Context: an optimization exercise on an open-source flow, tuned for a short achievable clock period and few clock cycles per item. The choices shown serve that exercise and are no tape-out recipe. RTL that was checked went through simulation tests only; none was proved equivalent to the original. The RTL of run 1 was laid out without a check of its function. No run shown here takes its clock network from TritonCTS; it comes from the design's own scripts or RTL. The flow treats the clock pin as an ideal source. Dropping or thinning the clock tree relies on that and would not hold on a real chip. Power is estimated from default activity; no workload was simulated.

<file path="design.v">
`default_nettype none
package pcie_ingress_pkg;
  localparam int BUF_ADDR_W = 11;
  localparam logic [4:0] TYPE_MWR = 5'b00000;
  localparam logic [4:0] TYPE_CPL = 5'b01010;
  localparam logic [1:0] M_HDR   = 2'd0;
  localparam logic [1:0] M_MWR   = 2'd1;
  localparam logic [1:0] M_CPL   = 2'd2;
  localparam logic [1:0] M_DRAIN = 2'd3;
endpackage
`default_nettype wire
`default_nettype none
module ingress_fifo (
  input  wire         clk,
  input  wire         rst,
  input  wire         i_push,
  input  wire [32:0]  i_beat,
  output logic        o_valid,
  output logic [31:0] o_data,
  output logic        o_last,
  output logic        o_credit_return
);
  always_ff @(posedge clk) begin
    if (rst) o_credit_return <= 1'b0;
    else     o_credit_return <= i_push;
  end
  always_ff @(posedge clk) begin
    o_valid <= i_push;
    o_data <= i_beat[32:1];
    o_last <= i_beat[0];
  end
endmodule
`default_nettype wire
`default_nettype none
module tlp_router (
  input  wire         clk,
  input  wire         rst,
  input  wire         i_valid,
  input  wire [31:0]  i_data,
  input  wire         i_last,
  output logic        o_ev,         
  output logic [31:0] o_data,       
  output logic [31:0] o_addr,       
  output logic        o_cpl_we,     
  output logic        o_cpl_first,
  output logic        o_cpl_last,
  output logic [7:0]  o_tag,
  output logic [11:0] o_byte_cnt,
  output logic [9:0]  o_dw_cnt,
  output logic [4:0]  o_lower_dw
);
  logic [1:0] mode;
  logic [1:0] hs;
  logic       first;
  logic       is4;
  logic       is_mwr;
  logic       is_cpld;
  logic       hdr_end;
  assign hdr_end = (hs == 2'd3) || (hs == 2'd2 && !is4);
  always_ff @(posedge clk) begin
    if (rst) begin
      mode        <= pcie_ingress_pkg::M_HDR;
      hs          <= 2'd0;
      first       <= 1'b0;
      o_ev        <= 1'b0;
      o_cpl_we    <= 1'b0;
      o_cpl_last  <= 1'b0;
    end else begin
      o_ev       <= i_valid && (mode == pcie_ingress_pkg::M_MWR) && first;
      o_cpl_we   <= i_valid && (mode == pcie_ingress_pkg::M_CPL);
      o_cpl_last <= i_valid && (mode == pcie_ingress_pkg::M_CPL) && i_last;
      if (i_valid) begin
        if (mode == pcie_ingress_pkg::M_HDR) begin
          if (i_last) begin
            hs <= 2'd0;
          end else if (hdr_end) begin
            hs    <= 2'd0;
            first <= 1'b1;
            mode  <= is_mwr  ? pcie_ingress_pkg::M_MWR :
                     is_cpld ? pcie_ingress_pkg::M_CPL : pcie_ingress_pkg::M_DRAIN;
          end else begin
            hs <= hs + 2'd1;
          end
        end else begin
          first <= 1'b0;
          if (i_last) mode <= pcie_ingress_pkg::M_HDR;
        end
      end
    end
  end
  always_ff @(posedge clk) begin
    o_data      <= i_data;
    o_cpl_first <= first;
    if (i_valid && mode == pcie_ingress_pkg::M_HDR) begin
      if (hs == 2'd0) begin
        is4      <= i_data[29];
        is_mwr   <= (i_data[28:24] == pcie_ingress_pkg::TYPE_MWR) && i_data[30];
        is_cpld  <= (i_data[28:24] == pcie_ingress_pkg::TYPE_CPL) && (i_data[30:29] == 2'b10);
        o_dw_cnt <= i_data[9:0];
      end
      if (hs == 2'd1) o_byte_cnt <= i_data[11:0];
      if (hs == 2'd2) begin
        o_tag      <= i_data[15:8];
        o_lower_dw <= i_data[6:2];
      end
      if (hs[1]) o_addr <= i_data;
    end
  end
endmodule
`default_nettype wire
`default_nettype none
module ctrl_reg_decoder (
  input  wire          clk,
  input  wire          rst,
  input  wire [31:0]   i_control_addr_base,
  input  wire          i_ev,
  input  wire [31:0]   i_data,
  input  wire [31:0]   i_addr,
  output logic [225:0] o_regs,
  output logic         o_reg_write_stb,
  output logic         o_update_buf_stb,
  output logic [38:0]  o_cmd
);
  logic [31:0] base_q;
  logic [29:0] nb;
  logic [8:0]  nbl;       
  always_ff @(posedge clk) begin
    base_q <= i_control_addr_base;
    nbl    <= {1'b0, ~base_q[9:2]} + 9'(base_q[1:0] == 2'b00);
  end
  assign nb = ~base_q[31:2];
  logic [29:0] a;
  logic [21:0] ux;
  logic [21:0] uo;
  logic [21:1] ue;
  logic [7:0]  g1;
  logic [7:0]  p1;
  logic        k1;
  logic [2:0]  t1;
  logic        x1;
  assign a  = i_addr[31:2];
  assign ux = a[29:8] ^ nb[29:8];
  assign uo = a[29:8] | nb[29:8];
  assign ue = ~(ux[21:1] ^ uo[20:0]);
  always_ff @(posedge clk) begin
    g1 <= a[7:0] & nbl[7:0];
    p1 <= a[7:0] ^ nbl[7:0];
    k1 <= nbl[8];
    t1 <= {&ue[21:15], &ue[14:8], &ue[7:1]};
    x1 <= ux[0];
  end
  logic [8:0] cy;
  logic [7:0] s2;
  logic       c2;
  logic [2:0] t2;
  logic       x2;
  logic [7:0] gk1, pk1, gk2, pk2, gk3;
  always_comb begin
    for (int i = 0; i < 8; i++) begin
      gk1[i] = (i >= 1) ? g1[i]  | (p1[i]  & g1[i - 1])  : g1[i];
      pk1[i] = (i >= 1) ? p1[i]  & p1[i - 1]             : p1[i];
    end
    for (int i = 0; i < 8; i++) begin
      gk2[i] = (i >= 2) ? gk1[i] | (pk1[i] & gk1[i - 2]) : gk1[i];
      pk2[i] = (i >= 2) ? pk1[i] & pk1[i - 2]            : pk1[i];
    end
    for (int i = 0; i < 8; i++) begin
      gk3[i] = (i >= 4) ? gk2[i] | (pk2[i] & gk2[i - 4]) : gk2[i];
    end
    cy = {gk3, 1'b0};
  end
  always_ff @(posedge clk) begin
    s2 <= p1 ^ cy[7:0];
    c2 <= cy[8] | k1;
    t2 <= t1;
    x2 <= x1;
  end
  logic       up_zero;
  logic       setup3;     
  logic       lowreg3;    
  logic       cmdwin3;    
  logic [3:0] s3;
  assign up_zero = (&t2) && (x2 == c2);
  always_ff @(posedge clk) begin
    setup3  <= up_zero && !s2[7];
    lowreg3 <= up_zero && (s2[7:3] == 5'd0);
    cmdwin3 <= up_zero && (s2[7:4] == 4'h8) && (s2[3:0] <= 4'd10);
    s3      <= s2[3:0];
  end
  logic        ev3;
  logic        ev3b;
  logic [31:0] data3;
  always_ff @(posedge clk) begin
    if (rst) begin
      ev3  <= 1'b0;
      ev3b <= 1'b0;
    end else begin
      ev3  <= i_ev;
      ev3b <= ev3;
    end
    if (i_ev) data3 <= i_data;
  end
  logic        rws4;
  logic        ubs4;
  logic        cmd4;
  logic [7:0]  en4;
  logic [1:0]  ubv4;
  logic [2:0]  kind4;
  logic [1:0]  sel4;
  logic        fifo4;
  logic [2:0]  dkind;
  logic [1:0]  dsel;
  logic        dfifo;
  always_comb begin
    dkind = 3'd5;
    dsel  = 2'd0;
    dfifo = 1'b0;
    if (cmdwin3) begin
      case (s3)
        4'd0:    begin dkind = 3'd0; dsel = 2'd0; dfifo = 1'b0; end
        4'd1:    begin dkind = 3'd1; dsel = 2'd1; dfifo = 1'b0; end
        4'd2:    begin dkind = 3'd1; dsel = 2'd1; dfifo = 1'b1; end
        4'd3:    begin dkind = 3'd2; dsel = 2'd1; dfifo = 1'b0; end
        4'd4:    begin dkind = 3'd2; dsel = 2'd1; dfifo = 1'b1; end
        4'd5:    begin dkind = 3'd1; dsel = 2'd2; dfifo = 1'b0; end
        4'd6:    begin dkind = 3'd2; dsel = 2'd2; dfifo = 1'b0; end
        4'd7:    begin dkind = 3'd1; dsel = 2'd3; dfifo = 1'b0; end
        4'd8:    begin dkind = 3'd2; dsel = 2'd3; dfifo = 1'b0; end
        4'd9:    begin dkind = 3'd3; dsel = 2'd0; dfifo = 1'b0; end
        4'd10:   begin dkind = 3'd4; dsel = 2'd0; dfifo = 1'b0; end
        default: ;
      endcase
    end
  end
  always_ff @(posedge clk) begin
    if (rst) begin
      rws4 <= 1'b0;
      ubs4 <= 1'b0;
      cmd4 <= 1'b0;
      en4  <= 8'd0;
    end else begin
      rws4 <= ev3b && setup3;
      cmd4 <= ev3b && !setup3;
      ubs4 <= ev3b && (!setup3 || (lowreg3 && s3[2:0] == 3'd1));
      for (int k = 0; k < 8; k++) en4[k] <= ev3b && lowreg3 && (s3[2:0] == 3'(k));
    end
    ubv4  <= setup3 ? data3[1:0] : 2'b00;
    kind4 <= dkind;
    sel4  <= dsel;
    fifo4 <= dfifo;
  end
  logic        cmd_stb;
  logic [2:0]  cmd_kind;
  logic [1:0]  cmd_sel;
  logic        cmd_fifo;
  logic [31:0] cmd_data;
  always_ff @(posedge clk) begin
    if (rst) begin
      o_regs           <= '0;
      o_reg_write_stb  <= 1'b0;
      o_update_buf_stb <= 1'b0;
      cmd_stb          <= 1'b0;
    end else begin
      o_reg_write_stb  <= rws4;
      o_update_buf_stb <= ubs4;
      cmd_stb          <= cmd4;
      if (en4[0]) o_regs[225:194] <= data3;
      if (en4[2]) o_regs[193:162] <= data3;
      if (en4[3]) o_regs[161:130] <= data3;
      if (en4[4]) o_regs[129:98]  <= data3;
      if (en4[5]) o_regs[97:66]   <= data3;
      if (en4[6]) o_regs[65:34]   <= data3;
      if (en4[7]) o_regs[33:2]    <= data3;
      if (ubs4)   o_regs[1:0]     <= ubv4;
    end
  end
  always_ff @(posedge clk) begin
    cmd_kind <= kind4;
    cmd_sel  <= sel4;
    cmd_fifo <= fifo4;
    cmd_data <= data3;
  end
  assign o_cmd = {cmd_stb, cmd_kind, cmd_sel, cmd_fifo, cmd_data};
endmodule
`default_nettype wire
`default_nettype none
module cpl_buffer_writer (
  input  wire         clk,
  input  wire         rst,
  input  wire         i_we,
  input  wire         i_first,
  input  wire         i_last,
  input  wire [31:0]  i_data,
  input  wire [7:0]   i_tag,
  input  wire [11:0]  i_byte_cnt,
  input  wire [9:0]   i_dw_cnt,
  input  wire [4:0]   i_lower_dw,
  input  wire [10:0]  i_buf_offset,
  output logic [43:0] o_buf,
  output logic [30:0] o_cplt
);
  logic [10:0] off_q;
  logic [5:0]  off_hi1;
  logic [4:0]  g, p, gk1, pk1, gk2, pk2, gk3;
  logic [5:0]  cy;
  logic [4:0]  lo;
  logic [10:0] start;
  always_comb begin
    g = off_q[4:0] & i_lower_dw;
    p = off_q[4:0] ^ i_lower_dw;
    for (int i = 0; i < 5; i++) begin
      gk1[i] = (i >= 1) ? g[i]   | (p[i]   & g[i - 1])   : g[i];
      pk1[i] = (i >= 1) ? p[i]   & p[i - 1]              : p[i];
    end
    for (int i = 0; i < 5; i++) begin
      gk2[i] = (i >= 2) ? gk1[i] | (pk1[i] & gk1[i - 2]) : gk1[i];
      pk2[i] = (i >= 2) ? pk1[i] & pk1[i - 2]            : pk1[i];
    end
    for (int i = 0; i < 5; i++) begin
      gk3[i] = (i >= 4) ? gk2[i] | (pk2[i] & gk2[i - 4]) : gk2[i];
    end
    cy = {gk3, 1'b0};
    lo = p ^ cy[4:0];
  end
  always_ff @(posedge clk) begin
    off_q   <= i_buf_offset;
    off_hi1 <= off_q[10:5] + 6'd1;
    start   <= {cy[5] ? off_hi1 : off_q[10:5], lo};
  end
  logic        we;
  logic [10:0] addr;
  logic [10:0] last_addr;    
  logic [10:0] next_addr;
  logic [10:0] ones;         
  logic [10:0] pa1, pa2, pa4, pa8;
  logic [31:0] data;
  logic        cplt_stb;
  logic [7:0]  tag;
  logic [11:0] byte_cnt;
  logic [9:0]  dw_cnt;
  always_comb begin
    pa1 = last_addr;
    for (int i = 1; i < 11; i++) pa1[i] = last_addr[i] & last_addr[i - 1];
    pa2 = pa1;
    for (int i = 2; i < 11; i++) pa2[i] = pa1[i] & pa1[i - 2];
    pa4 = pa2;
    for (int i = 4; i < 11; i++) pa4[i] = pa2[i] & pa2[i - 4];
    pa8 = pa4;
    for (int i = 8; i < 11; i++) pa8[i] = pa4[i] & pa4[i - 8];
    ones = {pa8[9:0], 1'b1};
    next_addr = i_first ? start : (last_addr ^ ones);
  end
  always_ff @(posedge clk) begin
    if (rst) begin
      we       <= 1'b0;
      cplt_stb <= 1'b0;
    end else begin
      we       <= i_we;
      cplt_stb <= i_we && i_last;
    end
  end
  always_ff @(posedge clk) begin
    data     <= i_data;
    tag      <= i_tag;
    byte_cnt <= i_byte_cnt;
    dw_cnt   <= i_dw_cnt;
    addr     <= next_addr;
    if (i_we) last_addr <= next_addr;
  end
  assign o_buf  = {we, addr, data};
  assign o_cplt = {cplt_stb, tag, byte_cnt, dw_cnt};
endmodule
`default_nettype wire
`default_nettype none
module pcie_ingress_top (
  input  wire                                    clk,
  input  wire                                    rst,
  input  wire                                    i_beat_valid,
  input  wire [32:0]                             i_beat,
  input  wire [31:0]                             i_control_addr_base,
  input  wire [pcie_ingress_pkg::BUF_ADDR_W-1:0] i_buf_offset,
  output logic                                   o_credit_return,
  output logic [225:0]                           o_regs,
  output logic                                   o_reg_write_stb,
  output logic                                   o_update_buf_stb,
  output logic [38:0]                            o_cmd,
  output logic [43:0]                            o_buf,
  output logic [30:0]                            o_cplt
);
  logic        b_valid;
  logic [31:0] b_data;
  logic        b_last;
  logic        ev;
  logic [31:0] r_data;
  logic [31:0] r_addr;
  logic        cpl_we;
  logic        cpl_first;
  logic        cpl_last;
  logic [7:0]  tag;
  logic [11:0] byte_cnt;
  logic [9:0]  dw_cnt;
  logic [4:0]  lower_dw;
  ingress_fifo u_fifo (
    .clk             (clk),
    .rst             (rst),
    .i_push          (i_beat_valid),
    .i_beat          (i_beat),
    .o_valid         (b_valid),
    .o_data          (b_data),
    .o_last          (b_last),
    .o_credit_return (o_credit_return)
  );
  tlp_router u_router (
    .clk         (clk),
    .rst         (rst),
    .i_valid     (b_valid),
    .i_data      (b_data),
    .i_last      (b_last),
    .o_ev        (ev),
    .o_data      (r_data),
    .o_addr      (r_addr),
    .o_cpl_we    (cpl_we),
    .o_cpl_first (cpl_first),
    .o_cpl_last  (cpl_last),
    .o_tag       (tag),
    .o_byte_cnt  (byte_cnt),
    .o_dw_cnt    (dw_cnt),
    .o_lower_dw  (lower_dw)
  );
  ctrl_reg_decoder u_reg_dec (
    .clk                 (clk),
    .rst                 (rst),
    .i_control_addr_base (i_control_addr_base),
    .i_ev                (ev),
    .i_data              (r_data),
    .i_addr              (r_addr),
    .o_regs              (o_regs),
    .o_reg_write_stb     (o_reg_write_stb),
    .o_update_buf_stb    (o_update_buf_stb),
    .o_cmd               (o_cmd)
  );
  cpl_buffer_writer u_cpl_wr (
    .clk          (clk),
    .rst          (rst),
    .i_we         (cpl_we),
    .i_first      (cpl_first),
    .i_last       (cpl_last),
    .i_data       (r_data),
    .i_tag        (tag),
    .i_byte_cnt   (byte_cnt),
    .i_dw_cnt     (dw_cnt),
    .i_lower_dw   (lower_dw),
    .i_buf_offset (i_buf_offset),
    .o_buf        (o_buf),
    .o_cplt       (o_cplt)
  );
endmodule
`default_nettype wire
</file>
<file path="flow/run.sh">
#!/bin/bash
# Standard layout, except that the clock tree built by the CTS step is replaced
# by a two-level balanced tree of clock inverters (flow/myct.tcl, run as the
# CTS step's post hook). Two inverter levels keep the clock's polarity.
set -euo pipefail
export MYCT_NL1=4
export MYCT_NLEAF=28
export MYCT_L1CELL=sky130_fd_sc_hd__clkinv_16
export MYCT_LEAFCELL=sky130_fd_sc_hd__clkinv_8
export POST_CTS_TCL="$PWD/flow/myct.tcl"
bash standard.sh finish > standard.log 2>&1
</file>
<file path="flow/myct.tcl">
# Rebuild the clock tree as two balanced levels of clock buffers or inverters
# (two inverter levels keep the clock's polarity).
# The clock port drives NL1 first-level cells; each of those drives a group of
# leaf cells, each leaf drives a cluster of flip-flops found by recursive
# bisection of their placed positions.

set ct_nl1   [expr {[info exists ::env(MYCT_NL1)] ? $::env(MYCT_NL1) : 4}]
set ct_nleaf [expr {[info exists ::env(MYCT_NLEAF)] ? $::env(MYCT_NLEAF) : 16}]
set ct_l1cell   [expr {[info exists ::env(MYCT_L1CELL)] ? $::env(MYCT_L1CELL) : "sky130_fd_sc_hd__clkbuf_16"}]
set ct_leafcell [expr {[info exists ::env(MYCT_LEAFCELL)] ? $::env(MYCT_LEAFCELL) : "sky130_fd_sc_hd__clkbuf_16"}]

set db    [ord::get_db]
set block [ord::get_db_block]
set clk   [$block findNet clk]

# collect the sinks behind the existing tree and the tree's buffers
set sinks {}
set bufs {}
set nets {}
set todo [list $clk]
while {[llength $todo]} {
  set net [lindex $todo 0]
  set todo [lrange $todo 1 end]
  foreach it [$net getITerms] {
    if {![$it isInputSignal]} { continue }
    set inst [$it getInst]
    set mname [[$inst getMaster] getName]
    if {[string match "*clkbuf*" $mname] || [string match "*clkinv*" $mname] || [string match "sky130_fd_sc_hd__buf_*" $mname] && [string match "clk*" [$inst getName]]} {
      lappend bufs $inst
      foreach o [$inst getITerms] {
        if {[$o isOutputSignal] && [$o getNet] ne "NULL"} {
          lappend nets [$o getNet]
          lappend todo [$o getNet]
        }
      }
    } else {
      lappend sinks $it
    }
  }
}
puts "myct: [llength $sinks] sinks, removing [llength $bufs] buffers"
# dummy loads the tree synthesis added for balance go with the tree
set ffs {}
set loads {}
foreach it $sinks {
  set inst [$it getInst]
  set mname [[$inst getMaster] getName]
  if {[string match "clkload*" [$inst getName]]} {
    lappend loads $inst
  } elseif {[string match "*df*" $mname]} {
    lappend ffs $it
  } else {
    error "myct: unexpected clock sink $mname [$inst getName]"
  }
}
set sinks $ffs
puts "myct: [llength $sinks] flip-flops, removing [llength $loads] dummy loads"
foreach it $sinks { $it disconnect }
foreach l $loads { odb::dbInst_destroy $l }
foreach b $bufs { odb::dbInst_destroy $b }
foreach n $nets { odb::dbNet_destroy $n }

proc outpin {inst} {
  foreach it [$inst getITerms] {
    if {[$it isOutputSignal]} { return $it }
  }
  error "myct: no output on [$inst getName]"
}

# Output flip-flops: the strongest drive of their cell type, and placed by
# their port's output buffer (legalized below).
proc pull_output_flops {} {
  set db [ord::get_db]
  set block [ord::get_db_block]
  set n 0
  foreach bt [$block getBTerms] {
    if {[$bt getIoType] ne "OUTPUT"} { continue }
    set net [$bt getNet]
    if {$net eq "NULL"} { continue }
    set buf ""
    foreach it [$net getITerms] { if {[$it isOutputSignal]} { set buf [$it getInst] } }
    if {$buf eq ""} { continue }
    set in ""
    foreach it [$buf getITerms] { if {[$it isInputSignal]} { set in [$it getNet] } }
    if {$in eq "" || $in eq "NULL"} { continue }
    set ff ""
    foreach it [$in getITerms] { if {[$it isOutputSignal]} { set ff [$it getInst] } }
    if {$ff eq ""} { continue }
    set mname [[$ff getMaster] getName]
    if {![regexp {^(sky130_fd_sc_hd__dfxtp)_\d+$} $mname -> base]} { continue }
    set big [$db findMaster "${base}_4"]
    if {$big ne "NULL" && $big ne [$ff getMaster]} { $ff swapMaster $big }
    set loc [$buf getLocation]
    $ff setLocation [lindex $loc 0] [lindex $loc 1]
    incr n
  }
  puts "myct: pulled $n output flip-flops to their output buffers"
}

proc sink_xy {it} {
  set bb [[$it getInst] getBBox]
  return [list [expr {([$bb xMin] + [$bb xMax]) / 2}] [expr {([$bb yMin] + [$bb yMax]) / 2}]]
}

# split items (list of {x y payload}) into n groups of near equal size
proc bisect {items n} {
  if {$n <= 1} { return [list $items] }
  set xs {}; set ys {}
  foreach i $items { lappend xs [lindex $i 0]; lappend ys [lindex $i 1] }
  set w [expr {[tcl::mathfunc::max {*}$xs] - [tcl::mathfunc::min {*}$xs]}]
  set h [expr {[tcl::mathfunc::max {*}$ys] - [tcl::mathfunc::min {*}$ys]}]
  set k [expr {$w >= $h ? 0 : 1}]
  set sorted [lsort -integer -index $k $items]
  set n1 [expr {$n / 2}]
  set cut [expr {int(round(double([llength $sorted]) * $n1 / $n))}]
  return [concat [bisect [lrange $sorted 0 [expr {$cut - 1}]] $n1] \
                 [bisect [lrange $sorted $cut end] [expr {$n - $n1}]]]
}

proc centroid {items} {
  set sx 0; set sy 0
  foreach i $items { incr sx [lindex $i 0]; incr sy [lindex $i 1] }
  set n [llength $items]
  return [list [expr {$sx / $n}] [expr {$sy / $n}]]
}

proc place_at {inst xy} {
  set m [$inst getMaster]
  set x [expr {[lindex $xy 0] - [$m getWidth] / 2}]
  set y [expr {[lindex $xy 1] - [$m getHeight] / 2}]
  $inst setLocation $x $y
  $inst setPlacementStatus PLACED
}

if {[info exists ::env(MYCT_PULL)] && $::env(MYCT_PULL)} { pull_output_flops }

set items {}
foreach it $sinks { lappend items [concat [sink_xy $it] [list $it]] }

set l1m   [$db findMaster $ct_l1cell]
set leafm [$db findMaster $ct_leafcell]
set per_l1 [expr {$ct_nleaf / $ct_nl1}]

set gi 0
set li 0
foreach grp [bisect $items $ct_nl1] {
  set l1 [odb::dbInst_create $block $l1m "myct_l1_$gi"]
  set l1net [odb::dbNet_create $block "myct_l1net_$gi"]
  $l1net setSigType CLOCK
  [$l1 findITerm A] connect $clk
  [outpin $l1] connect $l1net
  set leafxy {}
  foreach cl [bisect $grp $per_l1] {
    set lf [odb::dbInst_create $block $leafm "myct_leaf_$li"]
    set lfnet [odb::dbNet_create $block "myct_leafnet_$li"]
    $lfnet setSigType CLOCK
    [$lf findITerm A] connect $l1net
    [outpin $lf] connect $lfnet
    foreach i $cl { [lindex $i 2] connect $lfnet }
    set c [centroid $cl]
    place_at $lf $c
    lappend leafxy $c
    incr li
  }
  place_at $l1 [centroid $leafxy]
  incr gi
}
puts "myct: built $gi first-level and $li leaf buffers"

detailed_placement
estimate_parasitics -placement
report_clock_skew
report_clock_min_period
repair_timing_helper
detailed_placement
check_placement -verbose
report_clock_skew
report_worst_slack -max
report_worst_slack -min
report_clock_latency
report_check_types -max_slew -max_capacitance -violators
set ct_worst 0
foreach p [get_pins -of_objects [get_nets myct_leafnet_*]] {
  if {[get_property $p direction] ne "input"} { continue }
  set sl [get_property $p slew_max]
  if {$sl > $ct_worst} { set ct_worst $sl }
}
puts "myct: worst flip-flop clock slew $ct_worst"
</file>
<file path="standard.sh">
#!/bin/bash
# synth_recipe.tcl (not shown) runs the flow's synth.tcl, then flattens the netlist and writes it again
# the make line also repeats each setting of config.mk as NAME=value (left out here)
make -C /OpenROAD-flow-scripts/flow DESIGN_CONFIG=/design/flow/config.mk WORK_HOME=/design/flow/orfs CLKGATE_MAP_FILE= SYNTH_SCRIPT=/design/flow/synth_recipe.tcl "${@:-finish}"
</file>
<file path="config.mk">
export PLATFORM = sky130hd
export DESIGN_NAME = pcie_ingress_top
export DESIGN_NICKNAME = pcie_ingress_top
export VERILOG_FILES = /design/flow/design.v
export SDC_FILE = /design/flow/constraint.sdc
export NUM_CORES = 4
export LEC_CHECK = 0
export CAP_MARGIN = 20
export CORE_AREA = 5 5 225 225
export CTS_CLUSTER_DIAMETER = 60
export CTS_CLUSTER_SIZE = 30
export DIE_AREA = 0 0 230 230
export SETUP_SLACK_MARGIN = 3.5
export SLEW_MARGIN = 20
</file>
<file path="constraint.sdc">
create_clock -name core_clock -period 5.0 [get_ports {clk}]
set_input_delay 1.0000 -clock core_clock [delete_from_list [all_inputs] [get_ports {clk}]]
set_output_delay 1.0000 -clock core_clock [all_outputs]
set_load 0.01 [all_outputs]
</file>
==> results by group, run 1 <==
Run status
  • Status: timing/DRC/antenna clean

STA
  • Period Utilization, post-route: 36.2%
  • Worst-margin pin slew: 0.742 ns
  • Fin Clk Skew: 0.0237 ns
  • Aggregate negative setup slack: 0 ns
  • Final setup violation count: 0
  • Number of endpoints with negative hold slack in the final report: 0
  • Clock period minus final worst setup slack: 1.81 ns
  • Slew Viols, Final: 0
  • RSZ-0062 raised after global routing: true
  • Remaining max-slew budget at the tightest pin: 50.5%
  • Upper clock frequency limit: 552 MHz

Placement
  • Gp weighted congestion: 0.764
  • Post-DP Area: 0.0247 sq mm
  • Instance count after placement with tap cells included: 2,458
  • HPWL reported at the end of detailed placement: 34.2 mm
  • PortBufs: 421

Floorplanning
  • Starting density of the core: 41.6%
  • IO Count: 422
  • Count of standard-cell rows: 80
  • Die Footprint: 0.0529 sq mm
  • Die Y: 230 um
  • Core area: 0.0478 sq mm
  • Floorplan die width: 230 um

Synth
  • Leading post-synthesis cells by cell area: dfxtp_1 55%, edfxtp_1 17%, mux2i_1 11%
  • Cell accounting for the most synthesized area: dfxtp_1
  • Count of warnings emitted by yosys: 4
  • Net count after synthesis: 1,605
  • Number of synthesized register bits: 659
  • Synthesized cell area: 0.0199 sq mm
  • Average cell area after synthesis: 13.5 sq um
  • Post-synth EDFFs: 111
  • Portion of the post-synthesis area used by sequential elements: 71.9%
  • Share of flip-flops with an asynchronous set or reset after synthesis: 0%
  • Yosys top cell area share: 55.1%
  • Top_reg_cell synth: dfxtp_1
  • Cell count after synthesis: 1,478
  • Library cells used by synthesis: 46

Global route
  • Number of global-route vias before repair: 11,941
  • GR Overflow Total: 0
  • Largest net degree at the start of global routing: 52
  • Initial antenna violation count: 12
  • Total global-route track usage: 18.5%
  • Wire length of the first global-routing pass: 75.3 mm

Drt
  • Remaining antenna violation count: 0
  • Initial DRC count: 546
  • Total wire length after detailed routing: 51.2 mm
  • Per-cell routed wire length: 20.2 um
  • Vias per cell: 4.66
  • Count of unresolved DRC violations after routing: 0
  • Number of detailed-routing iterations run before antenna repair: 4
  • Routed vias: 11,841

Layout
  • Net count of the finished layout: 2,048
  • Fraction of layout instances using a drive strength above 1: 41.6%
  • Most common library cell in the layout ignoring fill and taps: dfxtp_2
  • Layout area overhead: 34.2%
  • Final std cells w/o fill: 2,540
  • Post-route standard cell area excluding fillers: 0.0267 sq mm
  • Commonest cells after routing, fill and taps aside: 324 x dfxtp_2, 316 x buf_6, 244 x nor2_1

Job
  • Max capacitance violation total: 0

Setup path
  • Type of element launching the critical path: flip-flop
  • Endpoint kind of the worst setup timing path: flip-flop
  • Req. time, crit path: 5.12 ns
  • Data arrival time of the critical path: 1.93 ns
  • Crit path max fanout: 6
  • Critical Setup Path Class: flip-flop to flip-flop

Pwr
  • Worst ir drop on vdd: 0.262 mV
  • Power density over the cells: 297 mW/mm^2
  • Leakage power figure: 0.0102 uW

Clocking
  • Clock sinks: 659
  • Clock slew at reported path FFs: 0.09 ns
  • Clock network latency to the later pin of the worst-skew pair: 0.24 ns

Min path
  • Path type of the worst min-delay path: flip-flop to flip-flop
## worst max-delay path, cell delays in order (launching register included)
cell	delay [ns]
edfxtp_1	0.40
ha_1	0.28
a21o_1	0.17
a21oi_2	0.18
o21bai_2	0.09
a21oi_4	0.15
buf_12	0.14
mux2_4	0.29
## cell type report
cell class,count,area [sq um]
antenna,6,15.0
multi-input combinational,719,5400
inverter,69,714
timing repair buffer,472,5090
fill,3962,21100
tap,615,769
sequential,659,14700
## worst paths after layout
path,from,end,slack (ns),cells past startpoint
setup / recovery,u_router.o_lower_dw[1],u_cpl_wr.start[8],3.19,7
hold / removal,u_reg_dec.sel4[1],u_reg_dec.cmd_sel[1],0.33,0
setup reg to reg,u_router.o_lower_dw[1],u_cpl_wr.start[8],3.19,7
hold reg to reg,u_reg_dec.sel4[1],u_reg_dec.cmd_sel[1],0.33,0
## report_power, final
group	leakage (uW)	internal, uW	switching, uW
Combinational	0.00430	179	141
Sequential	0.00565	5510	74.1
Clock	0.000239	295	1720
## synthesized netlist by cell type, drive strengths merged (2+ instances only)
master and instances:
a211oi 2, a21boi 2, a21o 4, a21oi 12, and2 12, and3 4
buf 44, clkbuf 20, dfxtp 548, edfxtp 111, ha 47, inv 37
mux2 7, mux2i 227, nand2 23, nand2b 2, nand3 7, nand4 6
nor2 248, nor2b 11, nor3 10, nor3b 3, nor4 4, nor4b 3
o21a 2, o21ai 15, or3 3, xnor2 28, xor2 24
## layer usage
metal	up-vias	GRT usage [%]	part of all wire (%)
li1	5780	-	-
met1	5693	23.7	43
met2	295	31.5	49
met3	63	5.26	6.3
met4	10	4.30	2.2
met5	-	0	0.15
## logic make-up after synthesis
| logic type | count (synthesis) | share of synthesized area [%] |
|---|---|---|
| and+or+nand+nor | 341 | 7.35 |
| xor gates and xnor gates | 52 | 2.29 |
| buffers and inverters | 101 | 2.22 |
| AOI/OAI and AO/OA | 43 | 1.40 |
| muxes | 234 | 11.8 |
| DFF | 659 | 71.9 |
| adders and majority gates | 48 | 3.06 |
## through the flow
step / total power [uW] / hold WS [ns] / setup slack [ns] / util, %
after detailed placement: 5980 / 0.314 / 2.44 / 51.7
final: 7920 / 0.329 / 3.19 / 55.8
after floorplan: 5840 / 0.310 / 3.28 / -
after global routing: 8260 / 0.336 / 3.09 / 55.8
after global placement: 5980 / 0.313 / 2.50 / 51.7
## flip-flops by register name, summed over array words and instances, names as in the netlist, 30 cells and up
name	count
u_reg_dec.data3	32
u_reg_dec.base_q	32
u_reg_dec.cmd_data	32
u_cpl_wr.data	32
u_reg_dec.o_regs	226
u_router.o_addr	30
u_router.o_data	32
u_fifo.o_data	32
==> inputs of run 2 (changes only) <==
--- a/design.v
+++ b/design.v
@@ -47,7 +47,8 @@
   output logic [7:0]  o_tag,
   output logic [11:0] o_byte_cnt,
   output logic [9:0]  o_dw_cnt,
-  output logic [4:0]  o_lower_dw
+  output logic        o_hdr2,       
+  output logic [4:0]  o_lower_dw    
 );
   logic [1:0] mode;
   logic [1:0] hs;
@@ -57,6 +58,8 @@
   logic       is_cpld;
   logic       hdr_end;
   assign hdr_end = (hs == 2'd3) || (hs == 2'd2 && !is4);
+  assign o_hdr2     = i_valid && (mode == pcie_ingress_pkg::M_HDR) && (hs == 2'd2);
+  assign o_lower_dw = i_data[6:2];
   always_ff @(posedge clk) begin
     if (rst) begin
       mode        <= pcie_ingress_pkg::M_HDR;
@@ -99,10 +102,7 @@
         o_dw_cnt <= i_data[9:0];
       end
       if (hs == 2'd1) o_byte_cnt <= i_data[11:0];
-      if (hs == 2'd2) begin
-        o_tag      <= i_data[15:8];
-        o_lower_dw <= i_data[6:2];
-      end
+      if (hs == 2'd2) o_tag <= i_data[15:8];
       if (hs[1]) o_addr <= i_data;
     end
   end
@@ -294,6 +294,7 @@
   input  wire [7:0]   i_tag,
   input  wire [11:0]  i_byte_cnt,
   input  wire [9:0]   i_dw_cnt,
+  input  wire         i_hdr2,
   input  wire [4:0]   i_lower_dw,
   input  wire [10:0]  i_buf_offset,
   output logic [43:0] o_buf,
@@ -303,7 +304,7 @@
   logic [5:0]  off_hi1;
   logic [4:0]  g, p, gk1, pk1, gk2, pk2, gk3;
   logic [5:0]  cy;
-  logic [4:0]  lo;
+  logic [5:0]  lo;
   logic [10:0] start;
   always_comb begin
     g = off_q[4:0] & i_lower_dw;
@@ -320,12 +321,12 @@
       gk3[i] = (i >= 4) ? gk2[i] | (pk2[i] & gk2[i - 4]) : gk2[i];
     end
     cy = {gk3, 1'b0};
-    lo = p ^ cy[4:0];
   end
   always_ff @(posedge clk) begin
     off_q   <= i_buf_offset;
     off_hi1 <= off_q[10:5] + 6'd1;
-    start   <= {cy[5] ? off_hi1 : off_q[10:5], lo};
+    if (i_hdr2) lo <= {cy[5], p ^ cy[4:0]};
+    start   <= {lo[5] ? off_hi1 : off_q[10:5], lo[4:0]};
   end
   logic        we;
   logic [10:0] addr;
@@ -399,6 +400,7 @@
   logic [7:0]  tag;
   logic [11:0] byte_cnt;
   logic [9:0]  dw_cnt;
+  logic        hdr2;
   logic [4:0]  lower_dw;
   ingress_fifo u_fifo (
     .clk             (clk),
@@ -425,6 +427,7 @@
     .o_tag       (tag),
     .o_byte_cnt  (byte_cnt),
     .o_dw_cnt    (dw_cnt),
+    .o_hdr2      (hdr2),
     .o_lower_dw  (lower_dw)
   );
   ctrl_reg_decoder u_reg_dec (
@@ -449,6 +452,7 @@
     .i_tag        (tag),
     .i_byte_cnt   (byte_cnt),
     .i_dw_cnt     (dw_cnt),
+    .i_hdr2       (hdr2),
     .i_lower_dw   (lower_dw),
     .i_buf_offset (i_buf_offset),
     .o_buf        (o_buf),
==> run 2 against run 1 <==
Area after synthesis up 0.13%. First-iteration DRC count up 8.2%. Utilization about the same. Register-to-register slack better by 0.34 ns. Worst hold slack worse by 0.0015 ns. Routed wire length up 3.5%. Critical path depth down 6. Setup slack better by 0.087 ns. Sequential power about the same. Cell area about the same. Critical path type is now flip-flop to output pin. Largest cell class unchanged.
==> results by group, run 2 <==
Run status
  • Status: timing/DRC/antenna clean

Placement
  • HPWL reported at the end of detailed placement: 35.6 mm (+4.1%)
  • Instance count after placement with tap cells included: 2,460 (+0.081%)
  • Setup slack at placement: 2.47 ns (+0.0289 ns)
  • PortBufs: 421 (unchanged)
  • Gp weighted congestion: 0.774 (+1.4%)

Synth
  • Cell accounting for the most synthesized area: dfxtp_1
  • Synth Area in Compound Gates: 1.32% (-0.083 points)
  • Share of flip-flops with an asynchronous set or reset after synthesis: 0% (unchanged)
  • Leading post-synthesis cells by cell area: dfxtp_1 55%, edfxtp_1 17%, mux2i_1 11%
  • Xor/xnor share of the synthesized area: 2.29% (-0.0030 points)
  • Library cells used by synthesis: 45 (-2.2%)
  • Adder-Cell Fraction of Synth Area: 3.05% (-0.0040 points)
  • Net count after synthesis: 1,608 (+0.19%)
  • Portion of the post-synthesis area used by sequential elements: 71.9% (about the same)
  • List of most frequent post-synthesis cells: 548 x dfxtp_1, 248 x nor2_1, 227 x mux2i_1
  • Cell count after synthesis: 1,481 (+0.20%)
  • Most common cell in the netlist: dfxtp_1
  • Area fraction in and, or, nand and nor cells after synthesis: 7.39% (+0.041 points)
  • Fraction of synthesized area in multiplexers: 11.7% (-0.072 points)
  • Top_reg_cell synth: dfxtp_1
  • Synthesized cell area: 0.0199 sq mm (+0.13%)
  • Yosys top cell area share: 55.1% (-0.073 points)
  • Count of warnings emitted by yosys: 4 (unchanged)
  • Number of synthesized register bits: 660 (+0.15%)
  • Post-synth EDFFs: 112 (+0.90%)
  • Main combinational cell family by area after synthesis: multiplexers
  • Average cell area after synthesis: 13.5 sq um (about the same)

STA
  • Post-route worst setup slack: 3.27 ns (+0.0866 ns)
  • Aggregate negative setup slack: 0 ns (unchanged)
  • Period Utilization, post-route: 34.5% (-1.7 points)
  • Number of endpoints with negative hold slack in the final report: 0 (unchanged)
  • Remaining max-slew budget at the tightest pin: 32.9% (-18 points)
  • Clock period minus final worst setup slack: 1.73 ns (-0.0866 ns)
  • Fin Clk Skew: 0.0201 ns (-0.00360 ns)
  • RSZ-0062 raised after global routing: true
  • Final setup violation count: 0 (unchanged)
  • Worst-margin pin slew: 1.01 ns (+0.264 ns)
  • Upper clock frequency limit: 580 MHz (+5.0%)
  • Slew Viols, Final: 0 (unchanged)

Global route
  • Largest net degree at the start of global routing: 61 (+17%)
  • Initial antenna violation count: 5 (-7)
  • Number of global-route vias before repair: 12,063 (+1.0%)
  • GR Overflow Total: 0 (unchanged)
  • Wire length of the first global-routing pass: 78.0 mm (+3.5%)
  • Total global-route track usage: 19.3% (+0.73 points)

Setup path
  • Worst setup path end: o_update_buf_stb
  • CP Buf/Inv Count: 1 (unchanged)
  • Crit path max fanout: 1 (-5)
  • Type of element launching the critical path: flip-flop
  • Slowest cell on the critical path: dfxtp_4
  • Top cell family by delay on the critical path: flip-flops
  • Largest stage delay, worst path: 0.37 ns (-0.03 ns)
  • Register-to-Register Path Depth: 6 (-1)
  • Cell-by-cell listing of the critical path: buf_6
  • Total stage count of the critical path: 1 (-6)
  • Source of the critical timing path: u_reg_dec.o_update_buf_stb
  • Endpoint kind of the worst setup timing path: output pin
  • Data arrival time of the critical path: 0.73 ns (-1.20 ns)
  • Worst reg2reg endpoint: u_cpl_wr.lo[5]
  • Req. time, crit path: 4.00 ns (-1.12 ns)
  • Worst r2r src: u_cpl_wr.off_q[1]
  • Critical Setup Path Class: flip-flop to output pin
  • Flop-to-flop setup slack: 3.53 ns (+0.34 ns)

Min path
  • Hold Path Origin: u_router.o_data[31]
  • Path type of the worst min-delay path: flip-flop to flip-flop

Layout
  • Number of flip-flops under the largest register name: 226 (unchanged)
  • Fill cell total of the finished layout: 3,980 (+0.45%)
  • Layout area overhead: 34.0%
  • Fraction of layout instances using a drive strength above 1: 42.3% (+0.64 points)
  • Core Util, Final: 55.8% (about the same)
  • Largest register by flop count: u_reg_dec.o_regs
  • Final std cells w/o fill: 2,554 (+0.55%)
  • Commonest cells after routing, fill and taps aside: 323 x dfxtp_2, 309 x buf_6, 244 x nor2_1
  • Net count of the finished layout: 2,064 (+0.78%)
  • Most common library cell in the layout ignoring fill and taps: dfxtp_2

Pwr
  • Reg power frac: 70.4% (about the same)
  • Power density over the cells: 298 mW/mm^2 (+0.30%)
  • Switching Fraction: 24.7% (+0.23 points)
  • Clock network fraction of design power: 25.7% (+0.3 points)
  • Combinational Power Share: 3.9% (about the same)
  • Leakage power figure: 0.0103 uW (+1.5%)
  • Worst ir drop on vdd: 0.201 mV (-23%)
  • Internal power component: 5990 uW (about the same)
  • Switch Pwr: 1960 uW (+1.3%)

Drt
  • Initial DRC count: 591 (+8.2%)
  • Vias per cell: 4.70 (+0.90%)
  • Total wire length after detailed routing: 53.0 mm (+3.5%)
  • Per-cell routed wire length: 20.8 um (+2.9%)
  • Number of detailed-routing iterations run before antenna repair: 5 (+1)
  • Remaining antenna violation count: 0 (unchanged)
  • Count of unresolved DRC violations after routing: 0 (unchanged)
  • Routed vias: 12,014 (+1.5%)

Floorplanning
  • Die Y: 230 um (unchanged)
  • Floorplan die width: 230 um (unchanged)
  • Count of standard-cell rows: 80 (unchanged)
  • Die Footprint: 0.0529 sq mm (unchanged)
  • IO Count: 422 (unchanged)
  • Core area: 0.0478 sq mm (unchanged)
  • Starting density of the core: 41.7% (+0.055 points)

Clocking
  • Clock sinks: 660 (+0.15%)
  • Clock network latency to the later pin of the worst-skew pair: 0.24 ns (about the same)
  • Clock slew at reported path FFs: 0.09 ns (about the same)

Job
  • Max capacitance violation total: 0 (unchanged)
==> run 2: cell families (layout without fill, tap and decap cells) <==
group / after synthesis / count (layout)
AOI/OAI and AO/OA: 44 / 44
xor gates and xnor gates: 52 / 52
adders and majority gates: 48 / 48
buffers and inverters: 102 / 555
DFF: 660 / 660
muxes: 233 / 233
other: 0 / 4
and+or+nand+nor: 342 / 343
==> run 2: worst reg2reg max path: stages, from the launching register on <==
cell,delay (ns)
dfxtp_2,0.35
ha_4,0.23
a21o_1,0.19
a21oi_2,0.17
nor2b_1,0.06
o21ai_1,0.14
nand2b_1,0.08
==> run 2: worst min path at each step <==
stage	end	slack, ns	cells past startpoint
global route	u_reg_dec.cmd_sel[1]	0.33	0
finish	u_cpl_wr.data[31]	0.33	0
floorplan	u_reg_dec.cmd_fifo	0.31	0
global placement	u_reg_dec.s2[0]	0.32	0
detailed placement	u_reg_dec.s2[0]	0.31	0
==> run 2: power groups by stage <==
stage	clock [uW]	sequential [uW]	combinational [uW]
floorplan	0	5690	139
global placement	0	5710	271
detailed placement	0	5710	273
global route	2340	5610	342
finish	2040	5590	312
==> run 2: per-stage QoR <==
step | hold WS, ns | total power (uW) | instance area [sq um]
floorplan | 0.310 | 5830 | 20000
global placement | 0.315 | 5980 | 24700
detailed placement | 0.312 | 5990 | 24700
global route | 0.335 | 8300 | 26700
finish | 0.328 | 7950 | 26700
==> run 2: cell type report <==
| class | count | area, sq um | area share (%) |
|---|---|---|---|
| multi-input cells | 720 | 5380 | 20.1 |
| inverters | 69 | 714 | 2.68 |
| repair buffers | 486 | 5080 | 19.0 |
| flip-flops and latches | 660 | 14800 | 55.3 |
| well taps | 615 | 769 | 2.88 |
| diodes | 4 | 10.0 | 0.0375 |
==> run 2: routing by layer <==
metal / vias to the layer above / track usage (%) / part of all wire (%)
met5: - / 0 / 0
met2: 316 / 32.5 / 48
met1: 5824 / 25.3 / 44
met3: 62 / 4.31 / 5.0
met4: 0 / 5.04 / 2.4
li1: 5812 / - / -
Testbench counts of run 2, summed over its fixed seeds: cycles 18,146, items 2,400.
==> inputs of run 3 (changes only) <==
--- a/flow/run.sh
+++ b/flow/run.sh
@@ -5,6 +5,7 @@
 set -euo pipefail
 export MYCT_NL1=4
 export MYCT_NLEAF=28
+export MYCT_PULL=1
 export MYCT_L1CELL=sky130_fd_sc_hd__clkinv_16
 export MYCT_LEAFCELL=sky130_fd_sc_hd__clkinv_8
 export POST_CTS_TCL="$PWD/flow/myct.tcl"
--- a/flow/myct.tcl
+++ b/flow/myct.tcl
@@ -141,6 +141,13 @@
 set leafm [$db findMaster $ct_leafcell]
 set per_l1 [expr {$ct_nleaf / $ct_nl1}]
 
+set clkxy {0 0}
+foreach bp [[$block findBTerm clk] getBPins] {
+  set bb [$bp getBBox]
+  set clkxy [list [expr {([$bb xMin] + [$bb xMax]) / 2}] [expr {([$bb yMin] + [$bb yMax]) / 2}]]
+}
+puts "myct: clock port at $clkxy"
+
 set gi 0
 set li 0
 foreach grp [bisect $items $ct_nl1] {
@@ -162,7 +169,14 @@
     lappend leafxy $c
     incr li
   }
-  place_at $l1 [centroid $leafxy]
+  set c [centroid $leafxy]
+  if {[info exists ::env(MYCT_L1PULL)]} {
+    # move the first-level cell toward the clock port by this fraction
+    set f $::env(MYCT_L1PULL)
+    set c [list [expr {int([lindex $c 0] + $f * ([lindex $clkxy 0] - [lindex $c 0]))}] \
+                [expr {int([lindex $c 1] + $f * ([lindex $clkxy 1] - [lindex $c 1]))}]]
+  }
+  place_at $l1 $c
   incr gi
 }
 puts "myct: built $gi first-level and $li leaf buffers"
==> run 3 against run 2 <==
Critical path type unchanged. Critical endpoint is now o_regs[186]. Combinational power is 3% higher. Highest routed layer unchanged. Fmax is 0.38% lower. Via count is 6.2% higher. Largest power group unchanged. Critical path depth stayed put. Global-route usage is 2.9 points higher. Sequential share of layout area hardly changed.
==> results by group, run 3 <==
STA
  • Final setup violation count: 0 (unchanged)
  • Worst-margin pin slew: 0.980 ns (-0.0260 ns)
  • Upper clock frequency limit: 577 MHz (-0.38%)
  • Clock period minus final worst setup slack: 1.73 ns (+0.00665 ns)
  • Fin Clk Skew: 0.0215 ns (+0.00141 ns)
  • RSZ-0062 raised after global routing: true
  • Hold_ws: 0.327 ns (-0.000729 ns)
  • Slew Viols, Final: 0 (unchanged)
  • Number of endpoints with negative hold slack in the final report: 0 (unchanged)
  • Period Utilization, post-route: 34.6% (+0.13 points)
  • Aggregate negative setup slack: 0 ns (unchanged)
  • Remaining max-slew budget at the tightest pin: 34.7% (+1.7 points)

Synth
  • Cell count after synthesis: 1,481 (unchanged)
  • Synthesized cell area: 0.0199 sq mm (unchanged)
  • Average cell area after synthesis: 13.5 sq um (unchanged)
  • Post-synth EDFFs: 112 (unchanged)
  • Count of warnings emitted by yosys: 4 (unchanged)
  • List of most frequent post-synthesis cells: 548 x dfxtp_1, 248 x nor2_1, 227 x mux2i_1
  • Leading post-synthesis cells by cell area: dfxtp_1 55%, edfxtp_1 17%, mux2i_1 11%
  • Top_reg_cell synth: dfxtp_1
  • Number of synthesized register bits: 660 (unchanged)
  • Cell accounting for the most synthesized area: dfxtp_1
  • Net count after synthesis: 1,608 (unchanged)
  • Library cells used by synthesis: 45 (unchanged)
  • Yosys top cell area share: 55.1% (unchanged)
  • Portion of the post-synthesis area used by sequential elements: 71.9% (unchanged)
  • Most common cell in the netlist: dfxtp_1
  • Share of flip-flops with an asynchronous set or reset after synthesis: 0% (unchanged)

Floorplanning
  • Die Footprint: 0.0529 sq mm (unchanged)
  • Starting density of the core: 41.7% (unchanged)
  • Die Y: 230 um (unchanged)
  • IO Count: 422 (unchanged)
  • Core area: 0.0478 sq mm (unchanged)
  • Count of standard-cell rows: 80 (unchanged)
  • Floorplan die width: 230 um (unchanged)

Layout
  • Commonest cells after routing, fill and taps aside: 346 x buf_6, 346 x dfxtp_4, 244 x nor2_1
  • Largest register by flop count: u_reg_dec.o_regs
  • Fraction of layout instances using a drive strength above 1: 46.1% (+3.8 points)
  • Storage cell area: 0.0157 sq mm (+6.1%)
  • Fill cell total of the finished layout: 3,632 (-8.7%)
  • Layout area overhead: 42.3%
  • Final std cells w/o fill: 2,622 (+2.7%)
  • Area occupied by multi-input gates: 0.00540 sq mm (+0.33%)
  • Net count of the finished layout: 2,131 (+3.2%)
  • Core Util, Final: 59.3% (+3.4 points)
  • Number of flip-flops under the largest register name: 226 (unchanged)

Setup path
  • Endpoint kind of the worst setup timing path: output pin
  • Type of element launching the critical path: flip-flop
  • Slowest cell on the critical path: dfxtp_4
  • CP Buf/Inv Count: 1 (unchanged)
  • Worst r2r src: u_cpl_wr.last_addr[0]
  • Total stage count of the critical path: 1 (unchanged)
  • Largest stage delay, worst path: 0.36 ns (about the same)
  • Top cell family by delay on the critical path: flip-flops
  • Data arrival time of the critical path: 0.73 ns (about the same)
  • Crit path max fanout: 2 (+1)
  • Critical Setup Path Class: flip-flop to output pin
  • Req. time, crit path: 4.00 ns (about the same)
  • Register-to-Register Path Depth: 7 (+1)
  • Source of the critical timing path: u_reg_dec.o_regs[186]
  • Cell-by-cell listing of the critical path: buf_6

Pwr
  • Leakage power figure: 0.0109 uW (+5.3%)
  • Power density over the cells: 275 mW/mm^2 (-7.4%)
  • Worst ir drop on vdd: 0.235 mV (+17%)

Global route
  • Total global-route track usage: 22.1% (+2.9 points)
  • GR Overflow Total: 0 (unchanged)
  • Number of global-route vias before repair: 13,287 (+10%)
  • Wire length of the first global-routing pass: 90.0 mm (+15%)
  • Largest net degree at the start of global routing: 61 (unchanged)
  • Initial antenna violation count: 6 (+1)

Clocking
  • Clock sinks: 660 (unchanged)
  • Clock network latency to the later pin of the worst-skew pair: 0.25 ns (about the same)
  • Clock slew at reported path FFs: 0.10 ns (about the same)

Drt
  • Number of detailed-routing iterations run before antenna repair: 7 (+2)
  • Initial DRC count: 686 (+16%)
  • Count of unresolved DRC violations after routing: 0 (unchanged)
  • Remaining antenna violation count: 0 (unchanged)
  • Per-cell routed wire length: 23.3 um (+12%)
  • Total wire length after detailed routing: 61.0 mm (+15%)
  • Vias per cell: 4.87 (+3.4%)
  • Routed vias: 12,758 (+6.2%)

Min path
  • Path type of the worst min-delay path: flip-flop to flip-flop
  • Cell depth of the worst hold path: 0 (unchanged)
  • Hold Path Origin: u_reg_dec.p1[0]

Placement
  • Gp weighted congestion: 0.774 (unchanged)
  • HPWL reported at the end of detailed placement: 35.6 mm (unchanged)
  • Instance count after placement with tap cells included: 2,460 (unchanged)
  • PortBufs: 421 (unchanged)

Run status
  • Status: timing/DRC/antenna clean

Job
  • Max capacitance violation total: 0 (unchanged)
run 3: cell counts after synthesis:
No cell type changed its count.
run 3: cell type report:
class,count,share of cell area [%]
sequential,660,55.2
timing repair buffer,553,20.5
multi-input combinational,720,19.0
tap,615,2.71
inverter,69,2.52
antenna,5,0.0441
run 3: worst paths after layout:
kind,end,slack (ns)
min reg2reg,u_reg_dec.s2[0],0.33
min,u_reg_dec.s2[0],0.33
max reg2reg,u_cpl_wr.last_addr[9],3.48
max,o_regs[186],3.27
run 3: kinds of logic (layout without fill, tap and decap cells):
kind of cell             count (synthesis)  after routing  share of synthesized area [%]
other                                    0              5                              0
flip-flops                             660            660                           71.9
adder cells (fa/ha/maj)                 48             48                           3.05
buffers and inverters                  102            622                           2.29
multiplexers                           233            233                           11.7
AND/OR/NAND/NOR                        342            343                           7.39
AO/OA/AOI/OAI                           44             44                           1.32
XOR/XNOR                                52             52                           2.29
run 3: per-layer routing:
metal / share of wire, % / vias to the layer above / track usage [%] / wire [um]
li1: - / 5933 / - / -
met3: 6.1 / 96 / 4.42 / 3700
met1: 44 / 6256 / 29.7 / 26600
met2: 47 / 473 / 36.2 / 28700
met5: 0 / - / 0 / 0
met4: 3.2 / 0 / 7.14 / 1960
run 3: metrics by stage:
stage / power [uW] / setup WS, ns / area, sq um
3_3_place_gp: 5980 / 2.52 / 24700
6_report: 7810 / 3.27 / 28400
2_1_floorplan: 5830 / 3.38 / 20000
5_1_grt: 8150 / 3.23 / 28300
3_5_place_dp: 5990 / 2.47 / 24700
run 3: where the power goes:
part | internal, uW | total, uW | switching (uW)
Clock | 295 | 2060 | 1770
Combinational | 179 | 320 | 142
Sequential | 5350 | 5430 | 79.7

[re-timing with driven ports]
The results above use ideal ports. As a check the final layouts listed here were re-extracted and re-timed, cells and wires unchanged.
Step 1 (the two cells are an assumption about what drives the block):
set clk [get_ports {clk}]
set_driving_cell -lib_cell sky130_fd_sc_hd__clkbuf_16 $clk
set_driving_cell -lib_cell sky130_fd_sc_hd__buf_2 [delete_from_list [all_inputs] $clk]
Step 2 adds t to the input delays and takes it off the output delays; t is the mean of the earliest and latest rising clock arrival at the registers after step 1. Input paths then give back, and output paths get back, about the clock's delay inside the block.
a / b / c = ideal ports / drivers / drivers and shift; a / b = the first two.
run	t (ns)	setup slack, ns	clock arrival spread, ns
run 1	0.470	3.188 / 3.041 / 3.036	0.024 / 0.024
run 2	0.467	3.275 / 3.030 / 3.072	0.027 / 0.027
run 3	0.481	3.268 / 3.019 / 3.019	0.029 / 0.028
After both steps setup and hold are still met in every run listed. The setup slack of run 3, which loses most, moves by -0.249 ns with the drivers and by -0.249 ns with both steps.
